Context: an optimization exercise on an open-source flow, tuned for small area, a short achievable clock period and few clock cycles. The choices shown serve that exercise and are no tape-out recipe.
Only simulation tests tie the RTL to the original design; equivalence was not proved.
No activity file was given, so power comes from the tool's default toggle rates.

==> design/flow/design.v <==
module bf_machine (
  input  logic       clk,
  input  logic       rst,
  input  logic [7:0] rx_data,
  input  logic       new_rx,
  output logic       rx_ready,
  output logic [7:0] tx_data,
  output logic       tx_send,
  input  logic       tx_busy,
  output logic [2:0] state,
  output logic [4:0] err
);
  localparam logic [2:0] S_IDLE  = 3'd0;
  localparam logic [2:0] S_LOAD  = 3'd1;
  localparam logic [2:0] S_EXEC  = 3'd2;
  localparam logic [2:0] S_START = 3'd3;
  localparam logic [2:0] S_REFILL = 3'd4;
  localparam logic [2:0] S_SKIPR = 3'd5;
  localparam logic [2:0] S_SKIPL = 3'd6;
  localparam logic [2:0] S_FETCH = 3'd7;
  localparam logic [2:0] OP_INC   = 3'd0;
  localparam logic [2:0] OP_DEC   = 3'd1;
  localparam logic [2:0] OP_LEFT  = 3'd2;
  localparam logic [2:0] OP_RIGHT = 3'd3;
  localparam logic [2:0] OP_JZ    = 3'd4;
  localparam logic [2:0] OP_JNZ   = 3'd5;
  localparam logic [2:0] OP_OUT   = 3'd6;
  localparam logic [2:0] OP_IN    = 3'd7;
  localparam int SDEPTH = 2;
  function automatic logic f_is_cmd(input logic [7:0] b);
    case (b)
      8'h2B, 8'h2D, 8'h3C, 8'h3E, 8'h5B, 8'h5D, 8'h2E, 8'h2C: f_is_cmd = 1'b1;
      default: f_is_cmd = 1'b0;
    endcase
  endfunction
  function automatic logic [2:0] f_encode(input logic [7:0] b);
    case (b)
      8'h2B:   f_encode = OP_INC;
      8'h2D:   f_encode = OP_DEC;
      8'h3C:   f_encode = OP_LEFT;
      8'h3E:   f_encode = OP_RIGHT;
      8'h5B:   f_encode = OP_JZ;
      8'h5D:   f_encode = OP_JNZ;
      8'h2E:   f_encode = OP_OUT;
      8'h2C:   f_encode = OP_IN;
      default: f_encode = OP_INC;
    endcase
  endfunction
  logic [2:0] r_prog0 [0:63];
  logic [2:0] r_prog1 [0:63];
  logic [2:0] r_prog2 [0:63];
  logic [2:0] r_prog3 [0:63];
  logic [7:0] r_mem   [0:255];
  logic [2:0] r_state;
  logic [8:0] r_pc;
  logic [5:0] r_pcq1;     
  logic [5:0] r_pcq2;     
  logic [2:0] r_w [0:3];  
  logic [11:0] r_stkw [0:SDEPTH-1];      
  logic [8:0] r_plen;
  logic [8:0] r_left;     
  logic [7:0] r_mp;
  logic [8:0] r_hw;       
  logic [4:0] r_nest;
  logic [4:0] r_err;
  logic [5:0] r_depth;    
  logic       r_deep;     
  logic [7:0] r_stk [0:SDEPTH-1];    
  logic [2:0] r_scnt;
  logic [7:0] r_cell;     
  logic       st_idle, st_load, st_exec, st_skipr, st_skipl, st_fetch, st_start, st_refill;
  assign st_idle  = (r_state == S_IDLE);
  assign st_load  = (r_state == S_LOAD);
  assign st_exec  = (r_state == S_EXEC);
  assign st_skipr = (r_state == S_SKIPR);
  assign st_skipl = (r_state == S_SKIPL);
  assign st_fetch = (r_state == S_FETCH);
  assign st_start = (r_state == S_START);
  assign st_refill = (r_state == S_REFILL);
  logic       r_ph;       
  logic       r_lskip;    
  logic [2:0] r_fcnt;     
  logic [7:0] r_fifo [0:3];
  logic [SDEPTH-1:0] r_stkv;    
  logic       w_exe;
  assign w_exe = st_exec || (st_load && r_ph);
  logic [3:0] w_v;        
  assign w_v[0] = (r_left != 9'd0);
  assign w_v[1] = (r_left > 9'd1);
  assign w_v[2] = (r_left > 9'd2);
  assign w_v[3] = (r_left > 9'd3);
  logic       w_pc0;
  assign w_pc0 = (r_pc == 9'd0);
  logic       w_stk_ok;
  assign w_stk_ok = (r_scnt != 3'd0) && !r_deep;
  logic [8:0] w_pcp [1:4];
  logic [5:0] w_pcq [1:4];
  logic [8:0] w_pcm1;
  logic [5:0] w_pcqm1, w_stkq;
  logic [5:0] w_pcr [1:4];
  logic [5:0] w_pcrm1, w_stkr;
  logic [8:0] w_lm [1:4];
  logic [8:0] w_lp1, w_lstk;
  always_comb begin
    for (int k = 1; k <= 4; k++) begin
      w_pcp[k] = r_pc + 9'(k);
      w_pcq[k] = 6'((r_pc[7:0] + 8'(k + 4)) >> 2);
      w_pcr[k] = 6'((r_pc[7:0] + 8'(k + 8)) >> 2);
    end
    for (int k = 1; k <= 4; k++) w_lm[k] = r_left - 9'(k);
    w_lp1   = r_left + 9'd1;
    w_lstk  = r_plen - {1'b0, r_stk[0]};
    w_pcm1  = r_pc - 9'd1;
    w_pcqm1 = 6'((r_pc[7:0] + 8'd3) >> 2);
    w_pcrm1 = 6'((r_pc[7:0] + 8'd7) >> 2);
    w_stkq  = 6'((r_stk[0] + 8'd4) >> 2);
    w_stkr  = 6'((r_stk[0] + 8'd8) >> 2);
  end
  logic [7:0] w_mpp [1:4];
  logic [7:0] w_mpm [1:4];
  logic [4:1] w_lok;      
  logic [4:1] w_rok;      
  logic [4:1] w_hok;      
  logic [4:1] w_hgt;      
  logic [3:1] w_room1;    
  logic [8:0] w_room;
  logic       w_fresh;
  assign w_room  = r_hw - {1'b0, r_mp};
  assign w_fresh = (w_room == 9'd0);
  always_comb begin
    for (int k = 1; k <= 4; k++) begin
      w_mpp[k] = r_mp + 8'(k);
      w_mpm[k] = r_mp - 8'(k);
      w_lok[k] = (r_mp >= 8'(k));
      w_rok[k] = (r_mp <= 8'(255 - k));
      w_hok[k] = (w_room >= 9'(k));
      w_hgt[k] = (w_room > 9'(k));
      if (k < 4) w_room1[k] = (w_room == 9'(k));
    end
  end
  logic [4:0] w_nk [0:8];    
  always_comb begin
    for (int k = 0; k <= 8; k++) w_nk[k] = r_nest + 5'(k) - 5'd4;
  end
  logic [3:0] w_nq;       
  assign w_nq[0] = (r_nest == 5'd0);
  assign w_nq[1] = (r_nest == 5'd1);
  assign w_nq[2] = (r_nest == 5'd2);
  assign w_nq[3] = (r_nest == 5'd3);
  logic       w_direct;
  logic [5:0] w_a [0:3];
  logic [2:0] w_b [0:3];
  logic [2:0] w_rd [0:3];
  logic [2:0] w_op [0:3];
  assign w_direct = st_idle || st_load || st_fetch || st_start || st_refill;
  always_comb begin
    for (int b = 0; b < 4; b++) begin
      if (w_direct) w_a[b] = (2'(b) < r_pc[1:0]) ? r_pcq1 : r_pc[7:2];
      else          w_a[b] = (2'(b) < r_pc[1:0]) ? r_pcq2 : r_pcq1;
    end
  end
  assign w_b[0] = r_prog0[w_a[0]];
  assign w_b[1] = r_prog1[w_a[1]];
  assign w_b[2] = r_prog2[w_a[2]];
  assign w_b[3] = r_prog3[w_a[3]];
  always_comb begin
    case (r_pc[1:0])
      2'd0: begin w_rd[0] = w_b[0]; w_rd[1] = w_b[1]; w_rd[2] = w_b[2]; w_rd[3] = w_b[3]; end
      2'd1: begin w_rd[0] = w_b[1]; w_rd[1] = w_b[2]; w_rd[2] = w_b[3]; w_rd[3] = w_b[0]; end
      2'd2: begin w_rd[0] = w_b[2]; w_rd[1] = w_b[3]; w_rd[2] = w_b[0]; w_rd[3] = w_b[1]; end
      default: begin w_rd[0] = w_b[3]; w_rd[1] = w_b[0]; w_rd[2] = w_b[1]; w_rd[3] = w_b[2]; end
    endcase
  end
  always_comb begin
    for (int i = 0; i < 4; i++) w_op[i] = r_w[i];
  end
  logic [2:0] w_ext [0:7];
  always_comb begin
    for (int i = 0; i < 4; i++) begin
      w_ext[i]   = r_w[i];
      w_ext[i+4] = w_rd[i];
    end
  end
  logic [3:0] d_inc, d_dec, d_left, d_right, d_jz, d_jnz, d_out, d_in;
  always_comb begin
    for (int i = 0; i < 4; i++) begin
      d_inc[i]   = w_v[i] && (w_op[i] == OP_INC);
      d_dec[i]   = w_v[i] && (w_op[i] == OP_DEC);
      d_left[i]  = w_v[i] && (w_op[i] == OP_LEFT);
      d_right[i] = w_v[i] && (w_op[i] == OP_RIGHT);
      d_jz[i]    = w_v[i] && (w_op[i] == OP_JZ);
      d_jnz[i]   = w_v[i] && (w_op[i] == OP_JNZ);
      d_out[i]   = w_v[i] && (w_op[i] == OP_OUT);
      d_in[i]    = w_v[i] && (w_op[i] == OP_IN);
    end
  end
  logic e1, e2, e3;
  logic [4:1] run;
  assign e1 = w_v[1] && (w_op[1] == w_op[0]);
  assign e2 = e1 && w_v[2] && (w_op[2] == w_op[0]);
  assign e3 = e2 && w_v[3] && (w_op[3] == w_op[0]);
  assign run[1] = !e1;
  assign run[2] = e1 && !e2;
  assign run[3] = e2 && !e3;
  assign run[4] = e3;
  logic w_rok_r, w_lok_r;    
  assign w_rok_r = (run[1] && w_rok[1]) || (run[2] && w_rok[2]) || (run[3] && w_rok[3]) || (run[4] && w_rok[4]);
  assign w_lok_r = (run[1] && w_lok[1]) || (run[2] && w_lok[2]) || (run[3] && w_lok[3]) || (run[4] && w_lok[4]);
  logic w_brk;
  assign w_brk = w_stk_ok &&
                 ((run[1] && d_jnz[1]) || (run[2] && d_jnz[2]) || (run[3] && d_jnz[3]));
  logic [7:0] w_cell;
  logic       w_cz;
  assign w_cell = r_cell;
  assign w_cz   = (w_cell == 8'd0);
  logic [7:0] w_newv;
  logic       w_newnz;
  logic [7:0] w_cp [1:4];
  logic [7:0] w_cm [1:4];
  logic [4:1] w_cpz, w_cmz;
  logic       w_isinc;
  always_comb begin
    for (int k = 1; k <= 4; k++) begin
      w_cp[k]  = w_cell + 8'(k);
      w_cm[k]  = w_cell - 8'(k);
      w_cpz[k] = (w_cell == 8'(256 - k));
      w_cmz[k] = (w_cell == 8'(k));
    end
  end
  assign w_isinc = (w_op[0] == OP_INC);
  always_comb begin
    w_newv  = 8'd0;
    w_newnz = 1'b0;
    for (int k = 1; k <= 4; k++) begin
      w_newv  = w_newv | ({8{run[k] && w_isinc}} & w_cp[k]) | ({8{run[k] && !w_isinc}} & w_cm[k]);
      w_newnz = w_newnz | (run[k] && w_isinc && !w_cpz[k]) | (run[k] && !w_isinc && !w_cmz[k]);
    end
  end
  logic w_clr, w_clr_done;
  assign w_clr      = (d_inc[1] || d_dec[1]) && d_jnz[2];
  assign w_clr_done = d_dec[1] ? (w_cell <= 8'd4) : (w_cz || w_cell >= 8'd252);
  logic [4:0] dep [0:4];
  logic [3:0] w_hit;
  logic       w_sfound;
  logic [1:0] w_sidx;
  logic       w_send;
  logic [4:0] w_snest;
  logic [8:0] dl [0:4];   
  always_comb begin
    dep[0] = {(r_nest > 5'd3), w_nq[3], w_nq[2], w_nq[1], w_nq[0]};
    for (int i = 0; i < 4; i++) begin
      if (d_jz[i])       dep[i+1] = {dep[i][4] | dep[i][3], dep[i][2:0], 1'b0};
      else if (d_jnz[i]) dep[i+1] = {dep[i][4], dep[i][4:1]};
      else               dep[i+1] = dep[i];
      w_hit[i] = d_jnz[i] && dep[i][0];
    end
    w_sfound = 1'b0;
    w_send   = 1'b0;
    w_sidx   = 2'd0;
    for (int i = 3; i >= 0; i--) begin
      if (w_hit[i]) begin
        w_sfound = 1'b1;
        w_send   = 1'b0;
        w_sidx   = 2'(i);
      end else if (!w_v[i]) begin
        w_sfound = 1'b0;
        w_send   = 1'b1;
      end
    end
    dl[0] = 9'b000010000;
    for (int i = 0; i < 4; i++) begin
      if (d_jz[i])       dl[i+1] = {dl[i][7:0], 1'b0};
      else if (d_jnz[i]) dl[i+1] = {1'b0, dl[i][8:1]};
      else               dl[i+1] = dl[i];
    end
    w_snest = 5'd0;
    for (int k = 0; k <= 8; k++)
      w_snest = w_snest | ({5{dl[4][k]}} & w_nk[k]);
  end
  logic       w_rx_cmd;
  logic [2:0] w_rx_op;
  logic [8:0] w_plen_eff;
  logic       w_prog_we;
  assign w_rx_cmd   = f_is_cmd(rx_data);
  assign w_rx_op    = f_encode(rx_data);
  assign w_plen_eff = st_idle ? 9'd0 : r_plen;
  assign w_prog_we  = (st_idle || st_load) && new_rx && w_rx_cmd && !w_plen_eff[8];
  logic       r_ld_we;
  logic [2:0] r_ld_op;
  logic [7:0] r_ld_addr;
  logic [8:0] w_vis;      
  assign w_vis = r_plen - 9'(r_ld_we);
  assign tx_data  = st_start ? r_fifo[0] : r_cell;
  assign tx_send  = ((st_start && r_fcnt != 3'd0) || (st_exec && d_out[0])) && !tx_busy;
  assign rx_ready = st_exec && d_in[0];
  assign state    = r_state;
  assign err      = r_err;
  localparam logic [3:0] PC_HOLD = 4'd0, PC_P1 = 4'd1, PC_P2 = 4'd2, PC_P3 = 4'd3,
                         PC_P4 = 4'd4, PC_P5 = 4'd5, PC_M1 = 4'd6, PC_STK = 4'd7,
                         PC_ZERO = 4'd8;
  logic [2:0] p_state [0:1];
  logic [3:0] p_pcsel [0:1];
  logic [8:0] p_plen  [0:1];
  logic [7:0] p_mp    [0:1];
  logic [4:0] p_nest  [0:1];
  logic [4:0] p_err   [0:1];
  logic [5:0] p_depth [0:1];
  logic       p_deep  [0:1];
  logic       p_push  [0:1];
  logic       p_pop   [0:1];
  logic       p_we    [0:1];
  logic       p_fpush [0:1];
  logic       p_lskip [0:1];
  logic [8:0] p_pc    [0:1];
  logic [5:0] p_pcq1  [0:1];
  logic [5:0] p_pcq2  [0:1];
  logic [8:0] p_left  [0:1];
  logic [2:0] p_w     [0:1][0:3];
  logic       w_late;
  logic [2:0] n_state;
  logic [8:0] n_pc;
  logic [5:0] n_pcq1;
  logic [5:0] n_pcq2;
  logic [8:0] n_left;
  logic [2:0] n_w [0:3];
  logic [8:0] n_plen;
  logic [7:0] n_mp;
  logic [8:0] n_hw;
  logic [4:0] n_nest;
  logic [4:0] n_err;
  logic [5:0] n_depth;
  logic       n_deep;
  logic       s_push, s_pop;
  logic       m_we;
  logic       n_fpush;
  logic       n_lskip;
  logic [7:0] m_wd;
  always_comb begin
    for (int L = 0; L < 2; L++) begin
      p_state[L] = r_state;
      p_pcsel[L]   = PC_HOLD;
      p_plen[L]  = r_plen;
      p_mp[L]    = r_mp;
      p_nest[L]  = r_nest;
      p_err[L]   = r_err;
      p_depth[L] = r_depth;
      p_deep[L]  = r_deep;
      p_push[L]  = 1'b0;
      p_pop[L]   = 1'b0;
      p_we[L]    = 1'b0;
      p_fpush[L] = 1'b0;
      p_lskip[L] = r_lskip;
      case (r_state)
        S_IDLE: begin
          p_pcsel[L] = PC_ZERO;
          p_mp[L]    = 8'd0;
          if (new_rx) begin
            p_err[L]   = 5'd0;
            p_depth[L] = 6'd0;
            p_deep[L]  = 1'b0;
            if (rx_data == 8'h21) begin
              p_plen[L]  = 9'd0;
              p_state[L] = S_START;
            end else if (w_rx_cmd) begin
              p_plen[L]  = 9'd1;
              p_state[L] = S_LOAD;
              if (rx_data == 8'h5B) p_depth[L] = 6'd1;
            end else begin
              p_plen[L]  = 9'd0;
              p_state[L] = S_LOAD;
            end
          end
        end
        S_LOAD, S_EXEC: begin
          if (st_load && new_rx) begin
            if (rx_data == 8'h21) begin
              p_state[L] = S_START;
            end else if (w_rx_cmd) begin
              if (r_plen[8]) begin
                p_err[L][4] = 1'b1;
                p_state[L]  = S_IDLE;
              end else begin
                p_plen[L] = r_plen + 9'd1;
                if (rx_data == 8'h5B) begin
                  if (r_depth == 6'd31) p_deep[L] = 1'b1;
                  if (!r_depth[5]) p_depth[L] = r_depth + 6'd1;
                end else if (rx_data == 8'h5D) begin
                  if (r_depth != 6'd0) p_depth[L] = r_depth - 6'd1;
                end
              end
            end
          end
          if (w_exe && r_lskip) begin
            if (r_deep) begin
            end else if (w_sfound) begin
              p_pcsel[L] = (w_sidx == 2'd0) ? PC_P1 : (w_sidx == 2'd1) ? PC_P2 :
                           (w_sidx == 2'd2) ? PC_P3 : PC_P4;
              p_lskip[L] = 1'b0;
            end else if (!w_send) begin
              p_nest[L]  = w_snest;
              p_pcsel[L] = PC_P4;
            end
          end else if (w_exe) begin
            if (!w_v[0]) begin
              if (!st_load) p_state[L] = S_IDLE;
            end else if (d_inc[0] || d_dec[0]) begin
              p_we[L] = 1'b1;
              if (w_brk && L[0]) begin
                p_pcsel[L] = PC_STK;
                if (!st_load && !r_stkv[0]) p_state[L] = S_REFILL;
              end else if (w_brk) begin
                p_pop[L] = 1'b1;
                p_pcsel[L] = run[1] ? PC_P2 : run[2] ? PC_P3 : PC_P4;
              end else begin
                p_pcsel[L] = run[1] ? PC_P1 : run[2] ? PC_P2 : run[3] ? PC_P3 : PC_P4;
              end
            end else if (d_right[0]) begin
              if (!w_rok_r) begin
                if (!st_load) begin
                  p_err[L][2] = 1'b1;
                  p_state[L]  = S_IDLE;
                end
              end else if ((run[1] && w_hok[1]) || (run[2] && w_hok[2]) ||
                           (run[3] && w_hok[3]) || (run[4] && w_hok[4])) begin
                p_mp[L]  = ({8{run[1]}} & w_mpp[1]) | ({8{run[2]}} & w_mpp[2]) | ({8{run[3]}} & w_mpp[3]) | ({8{run[4]}} & w_mpp[4]);
                p_pcsel[L] = run[1] ? PC_P1 : run[2] ? PC_P2 : run[3] ? PC_P3 : PC_P4;
              end else if (w_fresh) begin
                p_we[L]  = 1'b1;
                p_mp[L]  = w_mpp[1];
                p_pcsel[L] = PC_P1;
              end else begin
                p_mp[L]  = r_hw[7:0];
                p_pcsel[L] = w_room1[1] ? PC_P1 : w_room1[2] ? PC_P2 : PC_P3;
              end
            end else if (d_left[0]) begin
              if (!w_lok_r) begin
                if (!st_load) begin
                  p_err[L][3] = 1'b1;
                  p_state[L]  = S_IDLE;
                end
              end else begin
                p_mp[L]  = ({8{run[1]}} & w_mpm[1]) | ({8{run[2]}} & w_mpm[2]) | ({8{run[3]}} & w_mpm[3]) | ({8{run[4]}} & w_mpm[4]);
                p_pcsel[L] = run[1] ? PC_P1 : run[2] ? PC_P2 : run[3] ? PC_P3 : PC_P4;
              end
            end else if (d_jz[0]) begin
              if (w_clr) begin
                p_we[L] = 1'b1;
                if (L[0]) p_pcsel[L] = PC_P3;
              end else if (L[0]) begin
                if (!st_load || !r_deep) begin
                  p_nest[L]  = 5'd0;
                  p_pcsel[L] = PC_P1;
                end
                if (!st_load) p_state[L] = S_SKIPR;
                else if (!r_deep) p_lskip[L] = 1'b1;
              end else begin
                p_pcsel[L] = PC_P1;
                p_push[L]  = !r_deep;
              end
            end else if (d_jnz[0]) begin
              if (L[0]) begin
                p_pcsel[L] = PC_P1;
                p_pop[L]   = (r_scnt != 3'd0);
              end else if (w_stk_ok) begin
                p_pcsel[L] = PC_STK;
                if (!st_load && !r_stkv[0]) p_state[L] = S_REFILL;
              end else if (!st_load) begin
                if (w_pc0) begin
                  p_err[L][0] = 1'b1;
                  p_state[L]  = S_IDLE;
                end else begin
                  p_nest[L]  = 5'd0;
                  p_pcsel[L] = PC_M1;
                  p_state[L] = S_FETCH;
                end
              end
            end else if (d_out[0]) begin
              if (st_load) begin
                if (!r_fcnt[2]) begin
                  p_fpush[L] = 1'b1;
                  p_pcsel[L] = PC_P1;
                end
              end else if (!tx_busy) begin
                p_pcsel[L] = PC_P1;
              end
            end else if (!st_load) begin
              if (new_rx) begin
                p_we[L]    = 1'b1;
                p_pcsel[L] = PC_P1;
              end
            end
          end
        end
        S_START: begin
          if (r_fcnt == 3'd0 || (r_fcnt == 3'd1 && !tx_busy)) begin
            p_state[L] = r_lskip ? S_SKIPR : S_EXEC;
            p_lskip[L] = 1'b0;
          end
        end
        S_REFILL: p_state[L] = S_EXEC;
        S_SKIPR: begin
          if (r_deep) begin
            if (!w_v[0]) begin
              p_err[L][0] = 1'b1;
              p_state[L]  = S_IDLE;
            end else if (d_jz[0]) begin
              if (r_nest == 5'd31) begin
                p_err[L][1] = 1'b1;
                p_state[L]  = S_IDLE;
              end else begin
                p_nest[L] = r_nest + 5'd1;
                p_pcsel[L]  = PC_P1;
              end
            end else if (d_jnz[0]) begin
              p_pcsel[L] = PC_P1;
              if (w_nq[0]) p_state[L] = S_EXEC;
              else p_nest[L] = r_nest - 5'd1;
            end else begin
              p_pcsel[L] = PC_P1;
            end
          end else if (w_sfound) begin
            p_pcsel[L]   = (w_sidx == 2'd0) ? PC_P1 : (w_sidx == 2'd1) ? PC_P2 :
                      (w_sidx == 2'd2) ? PC_P3 : PC_P4;
            p_state[L] = S_EXEC;
          end else if (w_send) begin
            p_err[L][0] = 1'b1;
            p_state[L]  = S_IDLE;
          end else begin
            p_nest[L] = w_snest;
            p_pcsel[L]  = PC_P4;
          end
        end
        S_SKIPL: begin
          if (d_jnz[0]) begin
            if (r_nest == 5'd31) begin
              p_err[L][1] = 1'b1;
              p_state[L]  = S_IDLE;
            end else if (w_pc0) begin
              p_err[L][0] = 1'b1;
              p_state[L]  = S_IDLE;
            end else begin
              p_nest[L]  = r_nest + 5'd1;
              p_pcsel[L]   = PC_M1;
              p_state[L] = S_FETCH;
            end
          end else if (d_jz[0]) begin
            if (w_nq[0]) begin
              p_pcsel[L]   = PC_P1;
              p_state[L] = S_EXEC;
              p_push[L]  = !r_deep;
            end else if (w_pc0) begin
              p_err[L][0] = 1'b1;
              p_state[L]  = S_IDLE;
            end else begin
              p_nest[L]  = r_nest - 5'd1;
              p_pcsel[L]   = PC_M1;
              p_state[L] = S_FETCH;
            end
          end else begin
            if (w_pc0) begin
              p_err[L][0] = 1'b1;
              p_state[L]  = S_IDLE;
            end else begin
              p_pcsel[L]   = PC_M1;
              p_state[L] = S_FETCH;
            end
          end
        end
        S_FETCH: p_state[L] = S_SKIPL;
        default: p_state[L] = S_IDLE;
      endcase
    end
  end
  always_comb begin
    for (int L = 0; L < 2; L++) begin
      p_pcq2[L] = ({6{p_pcsel[L] == PC_P1}}   & w_pcr[1]) | ({6{p_pcsel[L] == PC_P2}} & w_pcr[2]) |
             ({6{p_pcsel[L] == PC_P3}}   & w_pcr[3]) | ({6{p_pcsel[L] == PC_P4}} & w_pcr[4]) |
             ({6{p_pcsel[L] == PC_M1}} & w_pcrm1) |
             ({6{p_pcsel[L] == PC_STK}}  & w_stkr) |
             ({6{p_pcsel[L] == PC_ZERO}} & 6'd2) |
             ({6{p_pcsel[L] == PC_HOLD}} & r_pcq2);
    for (int i = 0; i < 4; i++) begin
      p_w[L][i] = ({3{p_pcsel[L] == PC_P1}}   & w_ext[i+1]) | ({3{p_pcsel[L] == PC_P2}} & w_ext[i+2]) |
               ({3{p_pcsel[L] == PC_P3}}   & w_ext[i+3]) | ({3{p_pcsel[L] == PC_P4}} & w_ext[i+4]) |
               ({3{p_pcsel[L] == PC_STK}}  & r_stkw[0][3*i +: 3]) |
               ({3{p_pcsel[L] == PC_HOLD && !w_direct}} & r_w[i]) |
               ({3{w_direct}} & w_rd[i]);
    end
    p_left[L] = ({9{p_pcsel[L] == PC_P1}}   & w_lm[1]) | ({9{p_pcsel[L] == PC_P2}} & w_lm[2]) |
                ({9{p_pcsel[L] == PC_P3}}   & w_lm[3]) | ({9{p_pcsel[L] == PC_P4}} & w_lm[4]) |
                ({9{p_pcsel[L] == PC_M1}}   & w_lp1) |
                ({9{p_pcsel[L] == PC_STK}}  & w_lstk) |
                ({9{p_pcsel[L] == PC_ZERO}} & w_plen_eff) |
                ({9{p_pcsel[L] == PC_HOLD}} & r_left);
      if (st_load && !r_ph) p_left[L] = w_vis - r_pc;
      if (st_start)         p_left[L] = r_plen - r_pc;
    p_pc[L]   = ({9{p_pcsel[L] == PC_P1}}   & w_pcp[1]) | ({9{p_pcsel[L] == PC_P2}} & w_pcp[2]) |
             ({9{p_pcsel[L] == PC_P3}}   & w_pcp[3]) | ({9{p_pcsel[L] == PC_P4}} & w_pcp[4]) |
             ({9{p_pcsel[L] == PC_M1}} & w_pcm1) |
             ({9{p_pcsel[L] == PC_STK}}  & {1'b0, r_stk[0]}) |
             ({9{p_pcsel[L] == PC_HOLD}} & r_pc);
    p_pcq1[L] = ({6{p_pcsel[L] == PC_P1}}   & w_pcq[1]) | ({6{p_pcsel[L] == PC_P2}} & w_pcq[2]) |
             ({6{p_pcsel[L] == PC_P3}}   & w_pcq[3]) | ({6{p_pcsel[L] == PC_P4}} & w_pcq[4]) |
             ({6{p_pcsel[L] == PC_M1}} & w_pcqm1) |
             ({6{p_pcsel[L] == PC_STK}}  & w_stkq) |
             ({6{p_pcsel[L] == PC_ZERO}} & 6'd1) |
             ({6{p_pcsel[L] == PC_HOLD}} & r_pcq1);
  end
  end
  assign w_late = ((d_inc[0] || d_dec[0]) && w_brk && w_newnz) ||
                  (d_jz[0] && w_clr && w_clr_done) ||
                  (((d_jz[0] && !w_clr) || d_jnz[0]) && w_cz);
  always_comb begin
    n_state = w_late ? p_state[1] : p_state[0];
    n_plen  = w_late ? p_plen[1]  : p_plen[0];
    n_mp    = w_late ? p_mp[1]    : p_mp[0];
    n_nest  = w_late ? p_nest[1]  : p_nest[0];
    n_err   = w_late ? p_err[1]   : p_err[0];
    n_depth = w_late ? p_depth[1] : p_depth[0];
    n_deep  = w_late ? p_deep[1]  : p_deep[0];
    s_push  = w_late ? p_push[1]  : p_push[0];
    s_pop   = w_late ? p_pop[1]   : p_pop[0];
    m_we    = w_late ? p_we[1]    : p_we[0];
    n_fpush = w_late ? p_fpush[1] : p_fpush[0];
    n_lskip = w_late ? p_lskip[1] : p_lskip[0];
    n_pc    = w_late ? p_pc[1]    : p_pc[0];
    n_pcq1  = w_late ? p_pcq1[1]  : p_pcq1[0];
    n_pcq2  = w_late ? p_pcq2[1]  : p_pcq2[0];
    n_left  = w_late ? p_left[1]  : p_left[0];
    for (int i = 0; i < 4; i++) n_w[i] = w_late ? p_w[1][i] : p_w[0][i];
  end
  always_comb begin
    if (d_in[0])
      m_wd = rx_data;
    else if (d_inc[0] || d_dec[0])
      m_wd = w_newv;
    else if (d_jz[0] && w_clr && !w_clr_done)
      m_wd = d_dec[1] ? w_cm[4] : w_cp[4];
    else
      m_wd = 8'd0;
  end
  always_comb begin
    n_hw = r_hw;
    if (st_idle) n_hw = 9'd0;
    else if (m_we && w_fresh) n_hw = r_hw + 9'd1;
  end
  logic       w_mvr, w_mvl;
  logic [7:0] w_rdaddr;
  logic [7:0] w_rdcell;
  logic [7:0] n_cell;
  logic       w_rgt;
  assign w_mvr = w_exe && !r_lskip && d_right[0];
  assign w_mvl = w_exe && !r_lskip && d_left[0];
  always_comb begin
    w_rdaddr = {8{!w_mvr && !w_mvl}} & r_mp;
    w_rgt    = 1'b0;
    for (int k = 1; k <= 4; k++) begin
      w_rdaddr = w_rdaddr | ({8{w_mvr && run[k]}} & w_mpp[k]) | ({8{w_mvl && run[k]}} & w_mpm[k]);
      w_rgt    = w_rgt | (run[k] && w_hgt[k]);
    end
  end
  assign w_rdcell = r_mem[w_rdaddr];
  always_comb begin
    if (st_idle)
      n_cell = 8'd0;
    else if (w_mvr && w_rok_r)
      n_cell = w_rgt ? w_rdcell : 8'd0;
    else if (w_mvl && w_lok_r)
      n_cell = w_rdcell;
    else if (m_we)
      n_cell = m_wd;
    else
      n_cell = r_cell;
  end
  always_ff @(posedge clk) begin
    if (r_ld_we) begin
      case (r_ld_addr[1:0])
        2'd0: r_prog0[r_ld_addr[7:2]] <= r_ld_op;
        2'd1: r_prog1[r_ld_addr[7:2]] <= r_ld_op;
        2'd2: r_prog2[r_ld_addr[7:2]] <= r_ld_op;
        default: r_prog3[r_ld_addr[7:2]] <= r_ld_op;
      endcase
    end
    if (n_fpush) r_fifo[r_fcnt[1:0]] <= r_cell;
    else if (st_start && r_fcnt != 3'd0 && !tx_busy) begin
      for (int i = 0; i < 3; i++) r_fifo[i] <= r_fifo[i+1];
    end
    r_ld_op   <= w_rx_op;
    r_ld_addr <= w_plen_eff[7:0];
    if (m_we) r_mem[r_mp] <= m_wd;
    r_cell <= n_cell;
    if (st_refill) begin
      r_stkw[0] <= {w_rd[3], w_rd[2], w_rd[1], w_rd[0]};
    end else if (s_push) begin
      r_stk[0] <= w_pcp[1][7:0];
      r_stkw[0] <= {w_ext[4], w_ext[3], w_ext[2], w_ext[1]};
      for (int i = 1; i < SDEPTH; i++) begin
        r_stk[i]  <= r_stk[i-1];
        r_stkw[i] <= r_stkw[i-1];
      end
    end else if (s_pop) begin
      for (int i = 0; i < SDEPTH-1; i++) begin
        r_stk[i]  <= r_stk[i+1];
        r_stkw[i] <= r_stkw[i+1];
      end
    end
    for (int i = 0; i < 4; i++) r_w[i] <= n_w[i];
  end
  always_ff @(posedge clk or posedge rst) begin
    if (rst) begin
      r_state <= S_IDLE;
      r_pc    <= 9'd0;
      r_pcq1  <= 6'd1;
      r_pcq2  <= 6'd2;
      r_left  <= 9'd0;
      r_ld_we <= 1'b0;
      r_ph    <= 1'b0;
      r_lskip <= 1'b0;
      r_fcnt  <= 3'd0;
      r_stkv  <= '0;
      r_plen  <= 9'd0;
      r_mp    <= 8'd0;
      r_hw    <= 9'd0;
      r_nest  <= 5'd0;
      r_err   <= 5'd0;
      r_depth <= 6'd0;
      r_deep  <= 1'b0;
      r_scnt  <= 3'd0;
    end else begin
      r_state <= n_state;
      r_pc    <= n_pc;
      r_pcq1  <= n_pcq1;
      r_pcq2  <= n_pcq2;
      r_left  <= n_left;
      r_ld_we <= w_prog_we;
      r_ph    <= st_load && !r_ph;
      r_lskip <= !st_idle && n_lskip;
      if (st_idle)
        r_fcnt <= 3'd0;
      else if (n_fpush)
        r_fcnt <= r_fcnt + 3'd1;
      else if (st_start && r_fcnt != 3'd0 && !tx_busy)
        r_fcnt <= r_fcnt - 3'd1;
      if (st_refill)
        r_stkv[0] <= 1'b1;
      else if (s_push)
        r_stkv <= {r_stkv[SDEPTH-2:0], !st_load};
      else if (s_pop)
        r_stkv <= {1'b0, r_stkv[SDEPTH-1:1]};
      r_plen  <= n_plen;
      r_mp    <= n_mp;
      r_hw    <= n_hw;
      r_nest  <= n_nest;
      r_err   <= n_err;
      r_depth <= n_depth;
      r_deep  <= n_deep;
      if (st_idle) begin
        r_scnt <= 3'd0;
      end else if (s_push) begin
        if (r_scnt != 3'(SDEPTH)) r_scnt <= r_scnt + 3'd1;
      end else if (s_pop) begin
        r_scnt <= r_scnt - 3'd1;
      end
    end
  end
endmodule
==> design/flow/run.sh <==
#!/bin/bash
# synth_recipe.tcl (not shown) runs the flow's synth.tcl, then flattens the netlist and writes it again
# the make line also repeats each setting of config.mk as NAME=value (left out here)
make -C /OpenROAD-flow-scripts/flow DESIGN_CONFIG=/design/flow/config.mk WORK_HOME=/design/flow/orfs CLKGATE_MAP_FILE= SYNTH_SCRIPT=/design/flow/synth_recipe.tcl finish
==> design/flow/config.mk <==
export PLATFORM = sky130hd
export DESIGN_NAME = bf_machine
export DESIGN_NICKNAME = bf_machine
export VERILOG_FILES = /design/flow/design.v
export SDC_FILE = /design/flow/constraint.sdc
export NUM_CORES = 4
export LEC_CHECK = 0
export CAP_MARGIN = 20
export CORE_MARGIN = 2
export CORE_UTILIZATION = 40
export SETUP_SLACK_MARGIN = 5
export SLEW_MARGIN = 20
==> design/flow/constraint.sdc <==
create_clock -name core_clock -period 10.0 [get_ports {clk}]
set_input_delay 2.0000 -clock core_clock [delete_from_list [all_inputs] [get_ports {clk}]]
set_output_delay 2.0000 -clock core_clock [all_outputs]
set_load 0.01 [all_outputs]
==> results of run 1 <==
==> layer usage <==
metal	up-vias	track usage
met4	12	0.1403
met3	1629	0.08019
met5	-	0.0006764
li1	44871	-
met2	8145	0.4379
met1	54450	0.3942
==> cell usage in the layout (no fill, tap or decap), types with 46 or more instances in the layout <==
cell	count
edfxtp_1	2888
nor2_4	113
a211oi_1	329
nand4_1	95
a221oi_1	53
dfrtp_1	70
a21oi_1	301
nor3_1	92
o22ai_1	79
nand2_1	2214
o221ai_1	46
o21ai_0	218
nand3_1	711
clkinv_2	55
nor2_1	573
clkbuf_16	358
buf_6	81
buf_12	94
buf_4	450
mux2_2	46
mux2i_1	226
ha_1	108
xnor2_1	115
a311oi_1	250
a22oi_1	80
clkinv_1	47
clkbuf_1	69
buf_16	57
and3_1	337
inv_1	91
o211ai_1	64
nor2_2	192
a31oi_1	171
==> worst min path at each step <==
stage / endpoint / slack [ps]
2_1_floorplan: r_fifo[3][4]$_DFFE_PP_ / 410
3_3_place_gp: r_stkw[1][1]$_DFFE_PP_ / 470
3_5_place_dp: r_stkw[1][4]$_DFFE_PP_ / 480
4_1_cts: r_stkw[1][4]$_DFFE_PP_ / 490
5_1_grt: r_stkw[1][9]$_DFFE_PP_ / 510
6_report: r_stkv[1]$_DFFE_PP0P_ / 490
==> power by group through the flow <==
stage | combinational [mW] | sequential [mW] | clock [mW]
floorplan | 15.7 | 17.0 | 0
global placement | 25.4 | 17.0 | 0
detailed placement | 25.6 | 17.0 | 0
CTS | 30.2 | 16.7 | 12.2
global route | 34.8 | 16.8 | 12.6
finish | 33.9 | 16.8 | 12.1
==> state kept, by name, indices dropped and copies added, names as in the netlist, 8 cells and up <==
name	flops
r_mem	2048
r_pc	9
r_w	12
r_prog2	192
r_stkw	24
r_ld_addr	8
r_stk	16
r_fifo	32
r_mp	8
r_prog3	192
r_prog0	192
r_cell	8
r_plen	9
r_left	9
r_prog1	192
r_hw	9
==> layout make-up <==
class / instances / area (um2)
Fill cell: 29678 / 176900
Sequential cell: 3006 / 89580
Multi-Input combinational cell: 7669 / 49300
Timing Repair Buffer: 806 / 10510
Clock buffer: 408 / 8641
Tap cell: 4557 / 5702
Clock inverter: 161 / 1818
Inverter: 114 / 481.7
Antenna cell: 22 / 55.05
==> critical path, cell delays in order, from the launching register on <==
cell,delay (ps)
dfrtp_4,480
buf_6,140
buf_6,110
buf_4,120
buf_4,140
a211o_1,350
a211oi_4,220
buf_6,140
buf_4,120
nor2_4,70
buf_4,170
nor4_1,280
a31oi_1,100
a21oi_2,250
or2_4,310
buf_4,380
mux2i_1,160
o211ai_1,500
nand3_2,320
or4b_4,610
o32ai_2,210
==> metrics by stage <==
step	instances	utilization	hold slack (ps)	power, mW
2_1_floorplan	11652	-	406.4	32.74
3_3_place_gp	15652	0.4179	469.9	42.36
3_5_place_dp	15653	0.4181	477.0	42.66
4_1_cts	16510	0.4700	491.3	59.09
5_1_grt	16726	0.4841	507.0	64.24
6_report	16743	0.4842	494.5	62.81
==> cells by family after synthesis <==
kind of cell / synth area share
AOI/OAI and AO/OA: 0.1224
xor gates and xnor gates: 0.009070
adders and majority gates: 0.01157
buffers and inverters: 0.03069
DFF: 0.6490
muxes: 0.02506
and+or+nand+nor: 0.1523
==> repair_timing <==
action	CTS	global route
pin swaps	114	161
cloned	66	33
resized for setup	885	574
endpoints found under the setup margin	3616	2012
buffers inserted	222	178
==> out/metrics.cfg, run 1 <==
[synth]
yosys_warnings = 39
ys.flop_type = edfxtp_1
ys_seq_elements = 3006
netlist.top_cell.by_area = edfxtp_1
synthCells = 11652
ys_top_cells_by_area = edfxtp_1, nand2_1, nand3_1
synth_edf_count = 2888
syn_area_um2 = 137900
seq_area_frac_synth = 0.6490
synth_cell_types = 115
syn_area_per_cell_um2 = 11.84
synth_common_cells = edfxtp_1, nand2_1, nor2_1, nand3_1, clkbuf_1
synthesis.nets = 11788
synth.most_common_cell = edfxtp_1
async_flop_share = 0.02894
yosys.area.top_type_share = 0.6287

[power_and_ir_drop]
p_clk_frac = 0.193
p_seq_frac = 0.267
intPower_mw = 34.38
combPwrFrac = 0.540
switchingPower_mw = 28.43
powerDensity_nw_per_um2 = 378.2
power_leakage_nw = 56.11
switching_share = 0.4527
peakVddDrop_v = 0.0003544

[finish]
drive_above_1_share = 0.1818
nets = 12053
final_design_area_no_fill_um2 = 166100
area_delta_synth_final_pct = 20.40

[routing]
vias = 109107
drtAntennaViolNets = 0
met2_wirelength_mm = 234.8
initialDrtViolationCount = 17916
wl_met3_mm = 73.05
wl_met1_mm = 202.9
viasPerCell = 6.517
top_layer_used = met5
drc = 0
routedWlPerCell_um = 32.40
firstDrtPassIters = 11
wl_mm = 542.5

[min_path]
hp-class = reg2reg
min_path_cells = 2
min_from = r_stkv[1]$_DFFE_PP0P_

[global_route]
grt_max_degree = 201
grt_pass1_wl_mm = 747.1
grt_use_total = 0.2928
antenna_found_initial = 35
first_global_vias = 101019
grt_overflow = 0

[placed_design]
pre_cts_ws_ps = 2106
dpl_cell_area_um2 = 143400
dp_hpwl_mm = 297.1
io_buffers = 29
routabilityCongestion = 0.9425

[cts]
h-tree-depth = 5
hold_buffers = 0
clk_pin_slew_ps = 70
clk_latency_ps = 910
cts_buffer_depth = 4
cts_buffers = 320
tritoncts = built
root_buffer = clkbuf_16
cts.sinks = 3006

[floorplan]
die_area_um2 = 349600
core.rowCount = 215
core_um2 = 343000
num_io_pins = 30
die_h_um = 591.2
initial_core_util = 0.4022
fp.dieW_um = 591.2

[sta]
rsz0062_at_grt = yes
max_freq_ghz = 0.1890
setup_viol_count_final = 0
worstMarginPinSlew_ps = 1245
final.setup.tns_ps = 0
layout_setup_ws_ps = 4709
slew_viol_final = 0
period_minus_slack_ps = 5291
hold_viol_final = 0
relSlewSlack = 0.1673
clock_skew_ps = 74.21
period_share = 0.5291

[worst_setup_path]
r2r_start = r_left[0]$_DFF_PP0_
cp_max_fo = 12
startpoint = r_left[0]$_DFF_PP0_
critPathKind = reg2reg
setup.worst_path.end_class = flop
critPathLaunchType = flop
critPathCapture = r_cell[6]$_SDFFE_PP0P_
crit_arrival_ps = 6080
rrSetupSlack_ps = 4710
cp.required_ps = 10790
worst-r2r-cell-count = 20
worstReg2RegEnd = r_cell[6]$_SDFFE_PP0P_

[flow_run]
drv_cap = 0

[outcome]
outcome = finished clean

Testbench counts, summed over its fixed seeds: cycles 43,167.
==> inputs of run 2 (changes only) <==
--- a/design/flow/config.mk
+++ b/design/flow/config.mk
@@ -8,5 +8,5 @@
 export CAP_MARGIN = 20
 export CORE_MARGIN = 2
-export CORE_UTILIZATION = 40
+export CORE_UTILIZATION = 55
 export SETUP_SLACK_MARGIN = 5
 export SLEW_MARGIN = 20
==> run 2 against run 1 <==
  * Clock power shrank 7%
  * Routed wire length shrank 2.0%
  * Synthesized cell count is the same
  * Still clean on timing, DRC and antenna
  * Clock-buffer cell count grew 11
  * Global-route usage grew 10 points
  * Core utilization grew 17 points
  * Critical path type unchanged
  * Combinational power is essentially flat
  * Register-to-register slack lost 30 ps
  * Sequential share of layout area grew 0.77 points
==> out/metrics.cfg, run 2 <==
[routing]
firstDrtPassIters = 9  ; was 11
drc = 0  ; unchanged
vias = 108947  ; was 109107
initialDrtViolationCount = 18291  ; was 17916
routedWlPerCell_um = 34.24  ; was 32.40 um
viasPerCell = 7.017  ; was 6.517
wl_mm = 531.5  ; was 542.5 mm
drtAntennaViolNets = 0  ; unchanged

[min_path]
whs_endpoint = r_stkw[1][9]$_DFFE_PP_  ; was r_stkv[1]$_DFFE_PP0P_
min_path_cells = 0  ; was 2
min_from = r_stkw[0][9]$_DFFE_PP_  ; was r_stkv[1]$_DFFE_PP0P_
hp-class = reg2reg  ; unchanged

[cts]
root_buffer = clkbuf_16  ; unchanged
cts.sinks = 3006  ; unchanged
tritoncts = built  ; unchanged
clk_latency_ps = 990  ; was 910 ps
h-tree-depth = 5  ; unchanged
hold_buffers = 0  ; unchanged
cts_buffers = 326  ; was 320
clk_pin_slew_ps = 60  ; was 70 ps
cts_buffer_depth = 4  ; unchanged

[synth]
async_flop_share = 0.02894  ; unchanged
synth_cell_types = 115  ; unchanged
synthCells = 11652  ; unchanged
syn_area_um2 = 137900  ; unchanged
synth.most_common_cell = edfxtp_1  ; unchanged
seq_area_frac_synth = 0.6490  ; unchanged
synth_edf_count = 2888  ; unchanged
ys_top_cells_by_area = edfxtp_1, nand2_1, nand3_1  ; unchanged
syn_area_per_cell_um2 = 11.84  ; unchanged
synthesis.nets = 11788  ; unchanged
synth_common_cells = edfxtp_1, nand2_1, nor2_1, nand3_1, clkbuf_1  ; unchanged
ys.flop_type = edfxtp_1  ; unchanged
yosys.area.top_type_share = 0.6287  ; unchanged
netlist.top_cell.by_area = edfxtp_1  ; unchanged
ys_seq_elements = 3006  ; unchanged
yosys_warnings = 39  ; unchanged

[sta]
setup_viol_count_final = 0  ; unchanged
worstMarginPinSlew_ps = 1244  ; was 1245 ps
relSlewSlack = 0.1705  ; was 0.1673
slew_viol_final = 0  ; unchanged
period_minus_slack_ps = 5318  ; was 5291 ps
final.setup.tns_ps = 0  ; unchanged
period_share = 0.5318  ; was 0.5291
max_freq_ghz = 0.1880  ; was 0.1890 GHz
layout_setup_ws_ps = 4682  ; was 4709 ps
rsz0062_at_grt = yes  ; unchanged
hold_viol_final = 0  ; unchanged
clock_skew_ps = 92.75  ; was 74.21 ps

[worst_setup_path]
critPathLaunchType = flop  ; unchanged
worst-r2r-cell-count = 23  ; was 20
crit_path_max_incr_delay_ps = 580  ; was 610 ps
path_common_cell = buf_12  ; was buf_4
critical-path-top-delay-family = simple AND/OR/NAND/NOR gates  ; was compound AO/OA/AOI/OAI gates
setup.worst_path.end_class = flop  ; unchanged
rrSetupSlack_ps = 4680  ; was 4710 ps
r2r_start = r_left[5]$_DFF_PP0_  ; was r_left[0]$_DFF_PP0_
worstReg2RegEnd = r_cell[3]$_SDFFE_PP0P_  ; was r_cell[6]$_SDFFE_PP0P_
cp_num_buf_inv = 10  ; was 8
cp.required_ps = 10750  ; was 10790 ps
critPathKind = reg2reg  ; unchanged
crit_arrival_ps = 6070  ; was 6080 ps
cp_slowest_cell = or4_4  ; was or4b_4
cp.depth = 23  ; was 20
crit_chain = or4_4 > buf_6 > a211oi_4 > buf_6 > buf_12 > nor2_4 > nor2_4 > a32oi_4 > buf_12 > and2_4 > buf_12 > buf_12 > buf_16 > buf_12 > buf_12 > clkbuf_16 > nand2_1 > a31oi_1 > a22oi_2 > nand4_1 > a21oi_4 > or4_1 > o22ai_2  ; was buf_6 > buf_6 > buf_4 > buf_4 > a211o_1 > a211oi_4 > buf_6 > buf_4 > nor2_4 > buf_4 > nor4_1 > a31oi_1 > a21oi_2 > or2_4 > buf_4 > mux2i_1 > o211ai_1 > nand3_2 > or4b_4 > o32ai_2
cp_max_fo = 20  ; was 12

[floorplan]
num_io_pins = 30  ; unchanged
die_h_um = 504.8  ; was 591.2 um
fp.dieW_um = 504.8  ; was 591.2 um
core.rowCount = 183  ; was 215
die_area_um2 = 254800  ; was 349600 um2
core_um2 = 249100  ; was 343000 um2
initial_core_util = 0.5537  ; was 0.4022

[global_route]
grt_pass1_wl_mm = 734.1  ; was 747.1 mm
grt_max_degree = 209  ; was 201
first_global_vias = 100228  ; was 101019
grt_overflow = 0  ; unchanged
grt_use_total = 0.3965  ; was 0.2928
antenna_found_initial = 32  ; was 35

[finish]
drive_above_1_share = 0.1805  ; was 0.1818
final_design_area_no_fill_um2 = 163800  ; was 166100 um2
area_delta_synth_final_pct = 18.72  ; was 20.40%
final_common_cell = edfxtp_1  ; unchanged
instances_no_fill = 15526  ; was 16743
multiInputGateArea_um2 = 49610  ; was 49300 um2
nets = 12075  ; was 12053
largest-register = r_mem  ; unchanged
largest_register_ff_count = 2048  ; unchanged
nFillCells = 18774  ; was 29678
seq_area_um2 = 89580  ; about the same
final_cell_mix = edfxtp_1, nand2_1, nand3_1  ; unchanged

[placed_design]
dp_hpwl_mm = 297.9  ; was 297.1 mm
dpl_cell_area_um2 = 141900  ; was 143400 um2
routabilityCongestion = 0.9674  ; was 0.9425
io_buffers = 29  ; unchanged
dp.cells = 14428  ; was 15653
pre_cts_ws_ps = 2662  ; was 2106 ps

[power_and_ir_drop]
powerDensity_nw_per_um2 = 377.1  ; was 378.2 nW/um2
power_leakage_nw = 55.61  ; was 56.11 nW
peakVddDrop_v = 0.0004062  ; was 0.0003544 V

[outcome]
outcome = finished clean  ; unchanged

[flow_run]
drv_cap = 0  ; unchanged

-- run 2: cell counts after synthesis --
No cell type changed its count.
-- run 2: per-layer routing --
layer	GRT usage	share of wire
met1	0.5524	0.37
met2	0.5748	0.43
met3	0.1147	0.14
met4	0.1847	0.056
met5	0.003754	0.00068
-- run 2: worst max-delay path by stage --
stage / startpoint / endpoint / slack, ps
final: r_left[5]$_DFF_PP0_ / r_cell[3]$_SDFFE_PP0P_ / 4680
after global routing: r_left[1]$_DFF_PP0_ / r_cell[0]$_SDFFE_PP0P_ / 4630
after CTS: r_left[5]$_DFF_PP0_ / r_cell[0]$_SDFFE_PP0P_ / 4730
after detailed placement: r_left[0]$_DFF_PP0_ / r_cell[0]$_SDFFE_PP0P_ / 2660
after global placement: r_left[0]$_DFF_PP0_ / r_cell[1]$_SDFFE_PP0P_ / 1820
after floorplan: r_left[3]$_DFF_PP0_ / r_mem[0][4]$_DFFE_PP_ / 4610
-- run 2: area by class of cell --
type / count / area share
diodes: 23 / 0.0003514
clock buffers: 419 / 0.05265
repair buffers: 821 / 0.06255
inverters: 114 / 0.002896
clock inverters: 143 / 0.006166
multi-input cells: 7670 / 0.3029
well taps: 3330 / 0.02544
flip-flops and latches: 3006 / 0.5470
-- run 2: report_power, final --
part           leakage, nW  switching (mW)  internal [mW]
logic                 23.0            22.9           10.9
registers             27.9           0.374           16.4
clock network         4.69            4.94           6.34
total                 55.6            28.2           33.6
-- run 2: metrics by stage --
stage          utilization  hold WS, ps  power (mW)
2_1_floorplan            -        406.4       32.74
3_3_place_gp        0.5694        471.0       42.46
3_5_place_dp        0.5696        486.7       42.73
4_1_cts             0.6409        490.4       58.34
5_1_grt             0.6572        500.8       63.22
6_report            0.6574        491.0       61.76
-- run 2: repair_timing --
action                                  4_1_cts  5_1_grt
resized for setup                          1066      390
endpoints found under the setup margin     3344     2157
buffers inserted                            244      172
pin swaps                                   130      106
gates cloned                                 61       32
-- run 2: logic make-up (layout without fill, tap and decap cells) --
kind of cell,Yosys count,in the layout,share of synthesized area
simple gates,4760,4771,0.1523
flops,3006,3006,0.6490
compound gates,2322,2324,0.1224
buf+inv,989,1497,0.03069
mux,309,309,0.02506
xor+xnor,142,142,0.009070
fa+ha+maj,124,124,0.01157
other cells,0,23,0

static timing again, ports no longer ideal:
In the flow no input, the clock included, has a driving cell. The finished layouts below were timed again as built, in two steps.
Step 1, drivers: a clkbuf_16 drives clk and a buf_2 each remaining input, both assumed.
Step 2 moves the port delays by t, midway between the first and last clock arrival at a register: inputs arrive t later, outputs are due t later. That takes back most of the time a late clock gives input paths.
a / b / c = no drivers / after step 1 / after step 2; a / b = the first two.
run | t, ns | slack for setup (ns) | worst hold slack (ns) | pins driven straight from the clock port
run 1 | 0.975 | 4.709 / 4.709 / 4.312 | 0.495 / 0.495 / 0.495 | 1
run 2 | 1.036 | 4.682 / 4.682 / 4.118 | 0.491 / 0.491 / 0.491 | 1
After both steps setup and hold are still met in every run listed. For run 2, which loses most, drivers alone change the setup slack by 0.000 ns; drivers and shift together by -0.564 ns.
